This design comes from an exercise in tuning for small area and a short achievable clock period on the open sky130 flow, not from production work. Function was checked by simulation only, so behaviour that the tests miss may differ from the original. Power figures rest on the tool's default switching activity, not on a simulated workload.

--- flow/run.sh ---
#!/bin/bash
# synth_recipe.tcl (not shown) runs the flow's synth.tcl, then flattens the netlist and writes it again
# the make line also repeats each setting of config.mk as NAME=value (left out here)
make -C /OpenROAD-flow-scripts/flow DESIGN_CONFIG=/design/flow/config.mk WORK_HOME=/design/flow/orfs CLKGATE_MAP_FILE= SYNTH_SCRIPT=/design/flow/synth_recipe.tcl finish
--- flow/config.mk ---
export PLATFORM = sky130hd
export DESIGN_NAME = usb_pkt_fifo
export DESIGN_NICKNAME = usb_pkt_fifo
export VERILOG_FILES = /design/flow/design.v
export SDC_FILE = /design/flow/constraint.sdc
export NUM_CORES = 4
export LEC_CHECK = 0
export CAP_MARGIN = 20
export CORE_MARGIN = 2
export CORE_UTILIZATION = 50
export SETUP_SLACK_MARGIN = 2.4
export SLEW_MARGIN = 20
export SYNTH_HIERARCHICAL = 1
export SYNTH_MINIMUM_KEEP_SIZE = 0
--- flow/constraint.sdc ---
create_clock -name core_clock -period 5.0 [get_ports {clk}]
set_input_delay 1.0000 -clock core_clock [delete_from_list [all_inputs] [get_ports {clk}]]
set_output_delay 1.0000 -clock core_clock [all_outputs]
set_load 0.01 [all_outputs]
--- flow/design.v ---
package usb_fifo_pkg;
  function automatic integer ptr_w(input integer depth);
    ptr_w = $clog2(depth) + 1;
  endfunction
  function automatic integer last_bit(input integer data_w);
    last_bit = data_w;
  endfunction
endpackage
module fifo_aoi222 (
  input  logic a1, a2, b1, b2, c1, c2,
  output logic y
);
  assign y = ~((a1 & a2) | (b1 & b2) | (c1 & c2));
endmodule
module fifo_nand4 (
  input  logic a, b, c, d,
  output logic y
);
  assign y = ~(a & b & c & d);
endmodule
module fifo_nand2 (
  input  logic a, b,
  output logic y
);
  assign y = ~(a & b);
endmodule
module fifo_nor2 (
  input  logic a, b,
  output logic y
);
  assign y = ~(a | b);
endmodule
module fifo_rd_bit #(
  parameter int N = 256
) (
  input  logic [N-1:0] sel,
  input  logic [N-1:0] d,
  output logic         q
);
  localparam int NA = (N + 2) / 3;        
  localparam int NB = (NA + 3) / 4;       
  localparam int NC = (NB + 1) / 2;       
  localparam int ND = (NC + 3) / 4;       
  logic [3*NA-1:0] s_p, d_p;
  logic [4*NB-1:0] a_y;
  logic [2*NC-1:0] b_y;
  logic [4*ND-1:0] c_y;
  logic [ND-1:0]   e_y;
  assign s_p = {{(3*NA-N){1'b0}}, sel};
  assign d_p = {{(3*NA-N){1'b0}}, d};
  if (4*NB > NA) begin : g_pa
    assign a_y[4*NB-1:NA] = '1;
  end
  if (2*NC > NB) begin : g_pb
    assign b_y[2*NC-1:NB] = '0;
  end
  if (4*ND > NC) begin : g_pc
    assign c_y[4*ND-1:NC] = '1;
  end
  for (genvar i = 0; i < NA; i++) begin : g_a
    fifo_aoi222 u (
      .a1 (s_p[3*i]),   .a2 (d_p[3*i]),
      .b1 (s_p[3*i+1]), .b2 (d_p[3*i+1]),
      .c1 (s_p[3*i+2]), .c2 (d_p[3*i+2]),
      .y  (a_y[i])
    );
  end
  for (genvar i = 0; i < NB; i++) begin : g_b
    fifo_nand4 u (.a(a_y[4*i]), .b(a_y[4*i+1]), .c(a_y[4*i+2]), .d(a_y[4*i+3]), .y(b_y[i]));
  end
  for (genvar i = 0; i < NC; i++) begin : g_c
    fifo_nor2 u (.a(b_y[2*i]), .b(b_y[2*i+1]), .y(c_y[i]));
  end
  for (genvar i = 0; i < ND; i++) begin : g_d
    fifo_nand4 u (.a(c_y[4*i]), .b(c_y[4*i+1]), .c(c_y[4*i+2]), .d(c_y[4*i+3]), .y(e_y[i]));
  end
  assign q = |e_y;
endmodule
module sdp_ram #(
  parameter int WIDTH = 9,
  parameter int DEPTH = 256,
  parameter int NL    = 16,
  parameter int NH    = DEPTH / NL
) (
  input  logic             clk,
  input  logic             we,
  input  logic [NL-1:0]    wlo,
  input  logic [NH-1:0]    whi_n,
  input  logic [WIDTH-1:0] wdata,
  input  logic [NL-1:0]    rlo_n,
  input  logic [NH-1:0]    rhi_n,
  output logic [WIDTH-1:0] rdata
);
  logic [WIDTH-1:0] mem [DEPTH];
  logic [NL-1:0]    wlo_n;
  logic [DEPTH-1:0] wsel;
  logic [DEPTH-1:0] rsel;
  for (genvar l = 0; l < NL; l++) begin : g_wlo
    fifo_nand2 u (.a(we), .b(wlo[l]), .y(wlo_n[l]));
  end
  for (genvar i = 0; i < DEPTH; i++) begin : g_sel
    fifo_nor2 u_w (.a(wlo_n[i % NL]), .b(whi_n[i / NL]), .y(wsel[i]));
    fifo_nor2 u_r (.a(rlo_n[i % NL]), .b(rhi_n[i / NL]), .y(rsel[i]));
  end
  always_ff @(posedge clk) begin
    for (int i = 0; i < DEPTH; i++) begin
      if (wsel[i]) begin
        mem[i] <= wdata;
      end
    end
  end
  for (genvar b = 0; b < WIDTH; b++) begin : g_rd
    logic [DEPTH-1:0] col;
    for (genvar i = 0; i < DEPTH; i++) begin : g_col
      assign col[i] = mem[i][b];
    end
    fifo_rd_bit #(.N(DEPTH)) u (.sel(rsel), .d(col), .q(rdata[b]));
  end
endmodule
module usb_pkt_fifo #(
  parameter int DATA_W    = 8,
  parameter int DEPTH     = 256,
  parameter int AFULL_LVL = DEPTH - 8,
  parameter int PKT_W     = 8
) (
  input  logic                     clk,
  input  logic                     rst,
  input  logic                     wr_valid,
  input  logic [DATA_W-1:0]        wr_data,
  input  logic                     wr_last,
  input  logic                     wr_discard,
  output logic                     wr_ready,
  output logic                     wr_afull,
  output logic                     wr_overflow,
  output logic                     rd_valid,
  output logic [DATA_W-1:0]        rd_data,
  output logic                     rd_last,
  input  logic                     rd_ready,
  output logic [$clog2(DEPTH):0]   level,
  output logic [PKT_W-1:0]         pkt_count
);
  localparam int PW = usb_fifo_pkg::ptr_w(DEPTH);
  localparam int AW = PW - 1;
  localparam int EW = ((DATA_W) + 1);
  localparam int LB = usb_fifo_pkg::last_bit(DATA_W);
  localparam int LW = AW / 2;
  localparam int NL = 1 << LW;
  localparam int NH = DEPTH / NL;
  localparam logic [PKT_W-1:0] PKT_MAX = '1;
  logic [AW-1:0] wr_ptr;
  logic [AW-1:0] commit_ptr;
  logic [NL-1:0] rlo_n;
  logic [NH-1:0] rhi_n;
  logic [PW-1:0] clevel;
  logic          drop;
  logic          wr_ok;            
  logic          full;
  logic          rewind;
  logic          accept;
  logic          commit;
  logic          rd_fire;
  logic          avail;
  logic          load;
  logic          ovf;
  logic [EW-1:0] ram_q;
  logic [EW-1:0] head_q;
  assign full     = level[PW-1];
  assign wr_ready = !full && !rst;
  assign ovf     = wr_valid && full;
  assign rewind  = wr_discard || (drop && wr_valid && wr_last);
  assign accept  = wr_valid && wr_ok && !wr_discard;
  assign commit  = accept && wr_last;
  assign rd_fire = rd_valid && rd_ready;
  assign avail   = (clevel[PW-1:1] != '0) || (!rd_valid && clevel[0]);
  assign load    = avail && (!rd_valid || rd_ready);
  assign rd_data = head_q[DATA_W-1:0];
  assign rd_last = head_q[LB];
  function automatic logic afull_of(input logic [PW-1:0] v);
    afull_of = v >= PW'(AFULL_LVL);
  endfunction
  logic [PW-1:0] lvl_p1, lvl_m1, clv_m1;
  logic [AW-1:0] wr_ptr_p1;
  logic [PKT_W-1:0] pkt_up, pkt_dn;
  assign lvl_p1    = level + PW'(1);
  assign lvl_m1    = level - PW'(1);
  assign clv_m1    = clevel - PW'(1);
  assign wr_ptr_p1 = wr_ptr + AW'(1);
  assign pkt_up    = (pkt_count != PKT_MAX) ? pkt_count + PKT_W'(1) : pkt_count;
  assign pkt_dn    = (pkt_count != '0) ? pkt_count - PKT_W'(1) : pkt_count;
  logic [PW-1:0] level_nx, clevel_nx;
  logic          afull_nx;
  logic          drop_nx;
  always_comb begin
    if (rewind) begin
      level_nx = rd_fire ? clv_m1 : clevel;
      afull_nx = rd_fire ? afull_of(clv_m1) : afull_of(clevel);
    end else if (accept) begin
      level_nx = rd_fire ? level : lvl_p1;
      afull_nx = rd_fire ? afull_of(level) : afull_of(lvl_p1);
    end else begin
      level_nx = rd_fire ? lvl_m1 : level;
      afull_nx = rd_fire ? afull_of(lvl_m1) : afull_of(level);
    end
    if (commit) clevel_nx = rd_fire ? level : lvl_p1;
    else        clevel_nx = rd_fire ? clv_m1 : clevel;
    drop_nx = rewind ? 1'b0 : (drop || ovf);
  end
  logic [NL-1:0] wlo;
  logic [NH-1:0] whi_n;
  always_comb begin
    for (int l = 0; l < NL; l++) wlo[l] = (wr_ptr[LW-1:0] == l);
    for (int h = 0; h < NH; h++) whi_n[h] = (wr_ptr[AW-1:LW] != h);
  end
  sdp_ram #(
    .WIDTH (EW),
    .DEPTH (DEPTH),
    .NL    (NL)
  ) u_ram (
    .clk   (clk),
    .we    (accept),
    .wlo   (wlo),
    .whi_n (whi_n),
    .wdata ({wr_last, wr_data}),
    .rlo_n (rlo_n),
    .rhi_n (rhi_n),
    .rdata (ram_q)
  );
  always_ff @(posedge clk) begin
    if (load) begin
      head_q <= ram_q;
    end
  end
  always_ff @(posedge clk) begin
    if (rst) begin
      wr_ptr      <= '0;
      commit_ptr  <= '0;
      rlo_n       <= {{(NL-1){1'b1}}, 1'b0};
      rhi_n       <= {{(NH-1){1'b1}}, 1'b0};
      level       <= '0;
      clevel      <= '0;
      wr_afull    <= 1'b0;
      drop        <= 1'b0;
      wr_ok       <= 1'b1;
      rd_valid    <= 1'b0;
      wr_overflow <= 1'b0;
      pkt_count   <= '0;
    end else begin
      wr_overflow <= ovf;
      level       <= level_nx;
      clevel      <= clevel_nx;
      wr_afull    <= afull_nx;
      drop        <= drop_nx;
      wr_ok       <= !level_nx[PW-1] && !drop_nx;
      if (rewind) begin
        wr_ptr <= commit_ptr;
      end else if (accept) begin
        wr_ptr <= wr_ptr_p1;
      end
      if (commit) begin
        commit_ptr <= wr_ptr_p1;
      end
      if (load) begin
        rlo_n    <= {rlo_n[NL-2:0], rlo_n[NL-1]};
        if (!rlo_n[NL-1]) begin
          rhi_n  <= {rhi_n[NH-2:0], rhi_n[NH-1]};
        end
        rd_valid <= 1'b1;
      end else if (rd_fire) begin
        rd_valid <= 1'b0;
      end
      case ({commit, rd_fire && rd_last})
        2'b10:   pkt_count <= pkt_up;
        2'b01:   pkt_count <= pkt_dn;
        default: ;
      endcase
    end
  end
endmodule
==> out/results.tsv <==
metric	value	unit
totalPowerFinal	47.7	mW
register_area	71200	um2
htree_levels	4	
antenna_left	0	
numClockSinks	2392	
syn_to_final_growth	18.3	%
cp-start-kind	flip-flop	
grt_usage	0.286	
status	timing/DRC/antenna clean	
port-buffer-count	43	
power_density	471	nW/um2
avgSynthCellArea	18.9	um2
sw_frac_of_total	0.272	
multiInputGateArea	16600	um2
hold_viol_final	0	
tns	0	ps
cts_buffers	230	
syn_area	85800	um2
antenna_found_initial	5	
synth_edf_count	2313	
initial_core_util	0.505	
irDropWorstVdd	0.364	mV
rsz0062_at_grt	true	
rr_startpoint	rhi_n[1]	
grt.overflow.total	0	
n_fill_cell	12200	
wirelength	256	mm
clock_latency	870	ps
hp-start	commit_ptr[1]	
grt_max_degree	146	
critPathCaptureType	flip-flop	
reg2reg_slack	1900	ps
tritoncts	done	
post-route-period-util	0.621	
async_flop_share	0	
grt_pass1_vias	48500	
cp.arrival	3700	ps
min_to	commit_ptr[1]	
synth_area_leaders	edfxtp_1, a222oi_1, nor2_1	
worstPathMaxFanout	9	
wl_per_cell	34.2	um
drv_cap	0	
place.gp.congestion	0.915	
crit_type	reg -> reg	
worstMarginPinSlew	1000	ps
place_hpwl	154	mm
internal_power	34.7	mW
setup_viol	0	
synth_cells	4546	
hold_class	reg -> reg	
ys_seq_area_frac	0.828	
drtPass1Iterations	10	
r2r_cells	9	
remaining_drc_errors	0	
yosys.area.top_type	edfxtp_1	
vias	51900	
final_nets	5086	
slew_headroom	0.331	
hold_depth	2	
yosysMostFrequentCell	edfxtp_1	
die_area	175000	um2
coreArea	170000	um2
period_needed	3100	ps
vias_per_cell	6.94	
die_y	418	um
grt_pass1_wl	358	mm
max-clock-path-buffers	3	
finClkSkew	58.9	ps
clk_pin_slew	70	ps
ys_seq_elements	2392	
synthTopCellsByCount	edfxtp_1, a222oi_1, nor2_1	
critPathRequiredTime	5600	ps
synthFlopType	edfxtp_1	
drive_gt1_frac	0.206	
fmax	322	MHz
io-pin-count	44	
chipWidth	418	um
finalMaxSlewViolations	0	
cts-root-buf	clkbuf_16	
worst_r2r_endpoint	head_q[4]	
drt_iter0_markers	11300	
yosysUniqueCellTypes	62	
yosys_warnings	9	
num_rows	151	
power.leakage	30.9	nW
p_comb_frac	0.157	
sequentialPowerShare	0.473	
yosysTopAreaCellShare	0.810	
p_sw	13.0	mW
clkPwrFrac	0.370	
-- metal layers --
layer | up-vias | track usage | wire length, um
li1 | 21200 | - | -
met1 | 26600 | 0.420 | 101000
met2 | 3604 | 0.429 | 116000
met3 | 438 | 0.0567 | 29000
met4 | 0 | 0.103 | 9200
met5 | - | 0 | 0
-- flip-flops by register name, summed over array words and instances, names as in the netlist --
signal	cells
clevel	9
commit_ptr	8
drop	1
head_q	9
level	9
pkt_count	8
rd_valid	1
rhi_n	16
rlo_n	16
u_ram.mem	2304
wr_afull	1
wr_ok	1
wr_overflow	1
wr_ptr	8
-- repair_timing --
item,CTS,global route
endpoints found under the setup margin,1691,1062
setup buffers,75,40
pin swaps,112,140
cloned,3,0
resized for setup,357,187
hold buffers,0,0
-- how the worst max path moves through the flow --
stage	endpoint	slack (ps)	cells past startpoint	startpoint
4_1_cts	head_q[3]	2100	7	rlo_n[3]
6_report	head_q[4]	1900	9	rhi_n[1]
3_5_place_dp	u_ram.mem[36][6]	930	7	wr_valid
2_1_floorplan	pkt_count[7]	2130	11	wr_valid
3_3_place_gp	u_ram.mem[205][0]	1020	6	wr_valid
5_1_grt	head_q[6]	2000	10	rlo_n[12]
-- worst max-delay path, cell delays in order, from the launching register on --
cell,delay [ps]
dfxtp_4,440
buf_8,160
buf_4,130
buf_4,120
nor2_1,140
a222oi_1,530
nand4_1,280
nor2_2,220
nand4_1,350
or3_1,480
-- layout by cell type, fill, tap and decap left out, types with 48 or more instances in the layout --
master     instances
edfxtp_1        2313
a222oi_1         775
nor2_1           295
clkbuf_16        232
nand4_1          231
nor2_2           213
nor2_4           166
buf_4            149
conb_1            63
buf_12            51
clkinv_2          49
clkinv_1          48
-- cell families (layout without fill, tap and decap cells) --
kind of cell	count (synthesis)	after routing	synth area share
AND/OR/NAND/NOR	1092	1093	0.0583
other	18	68	0.000788
adder cells (fa/ha/maj)	17	17	0.00257
buffers and inverters	67	727	0.00312
flip-flops	2392	2392	0.828
multiplexers	8	8	0.000934
XOR/XNOR	30	30	0.00306
AO/OA/AOI/OAI	922	922	0.103
-- cell type report --
cell class | instances | share of cell area
Antenna cell | 5 | 0.000123
Clock buffer | 271 | 0.0595
Clock inverter | 158 | 0.0168
Inverter | 18 | 0.000789
Multi-Input combinational cell | 2133 | 0.164
Sequential cell | 2392 | 0.702
Tap cell | 2218 | 0.0274
Timing Repair Buffer | 280 | 0.0300
-- through the flow --
step                      utilization  instance area (um2)  setup WS (ps)  hold slack [ps]  std cells
after floorplan                     -                86500           2130              436       4591
after global placement          0.534                90700           1020              454       6923
after detailed placement        0.534                90700            931              466       6923
after CTS                       0.591               100000           2100              475       7430
after global routing            0.597               101000           2000              505       7471
final                           0.597               101000           1900              483       7475
-- power groups by stage --
| stage | logic [mW] | registers [mW] | clock network, mW |
|---|---|---|---|
| 2_1_floorplan | 2.47 | 22.9 | 0 |
| 3_3_place_gp | 5.42 | 23.4 | 0 |
| 3_5_place_dp | 5.46 | 23.4 | 0 |
| 4_1_cts | 6.78 | 22.6 | 17.9 |
| 5_1_grt | 7.59 | 22.6 | 18.7 |
| 6_report | 7.47 | 22.6 | 17.7 |
-- Yosys stat by module (local to each module, per instance), a selection --
module,cells inside,flops+latches,cell area [um2]
fifo_nor2,1,0,3.75
fifo_nand2,1,0,3.75
fifo_aoi222,1,0,10.0
fifo_nand4,1,0,6.26
usb_pkt_fifo,589,88,4930

what the ideal ports hide:
In the flow no input, the clock included, has a driving cell. The finished layout below was timed again as built, in two steps. Step 1 assumes that a clkbuf_16 drives the clock port and a buf_2 every other input. Step 2 moves the port delays by t, midway between the first and last clock arrival at a register: inputs arrive t later, outputs are due t later. That takes back most of the time a late clock gives input paths. Slacks: ideal / step 1 / step 2; pairs: ideal / step 1.
shift t [ns]: 0.928
setup slack, ns: 1.896 / 1.896 / 1.518
worst hold slack (ns): 0.483 / 0.455 / 0.483
worst data-port slew with drivers (ns): 0.07
After both steps this run still meets setup and hold. The setup slack of this run moves by 0.000 ns with the drivers and by -0.378 ns with both steps.
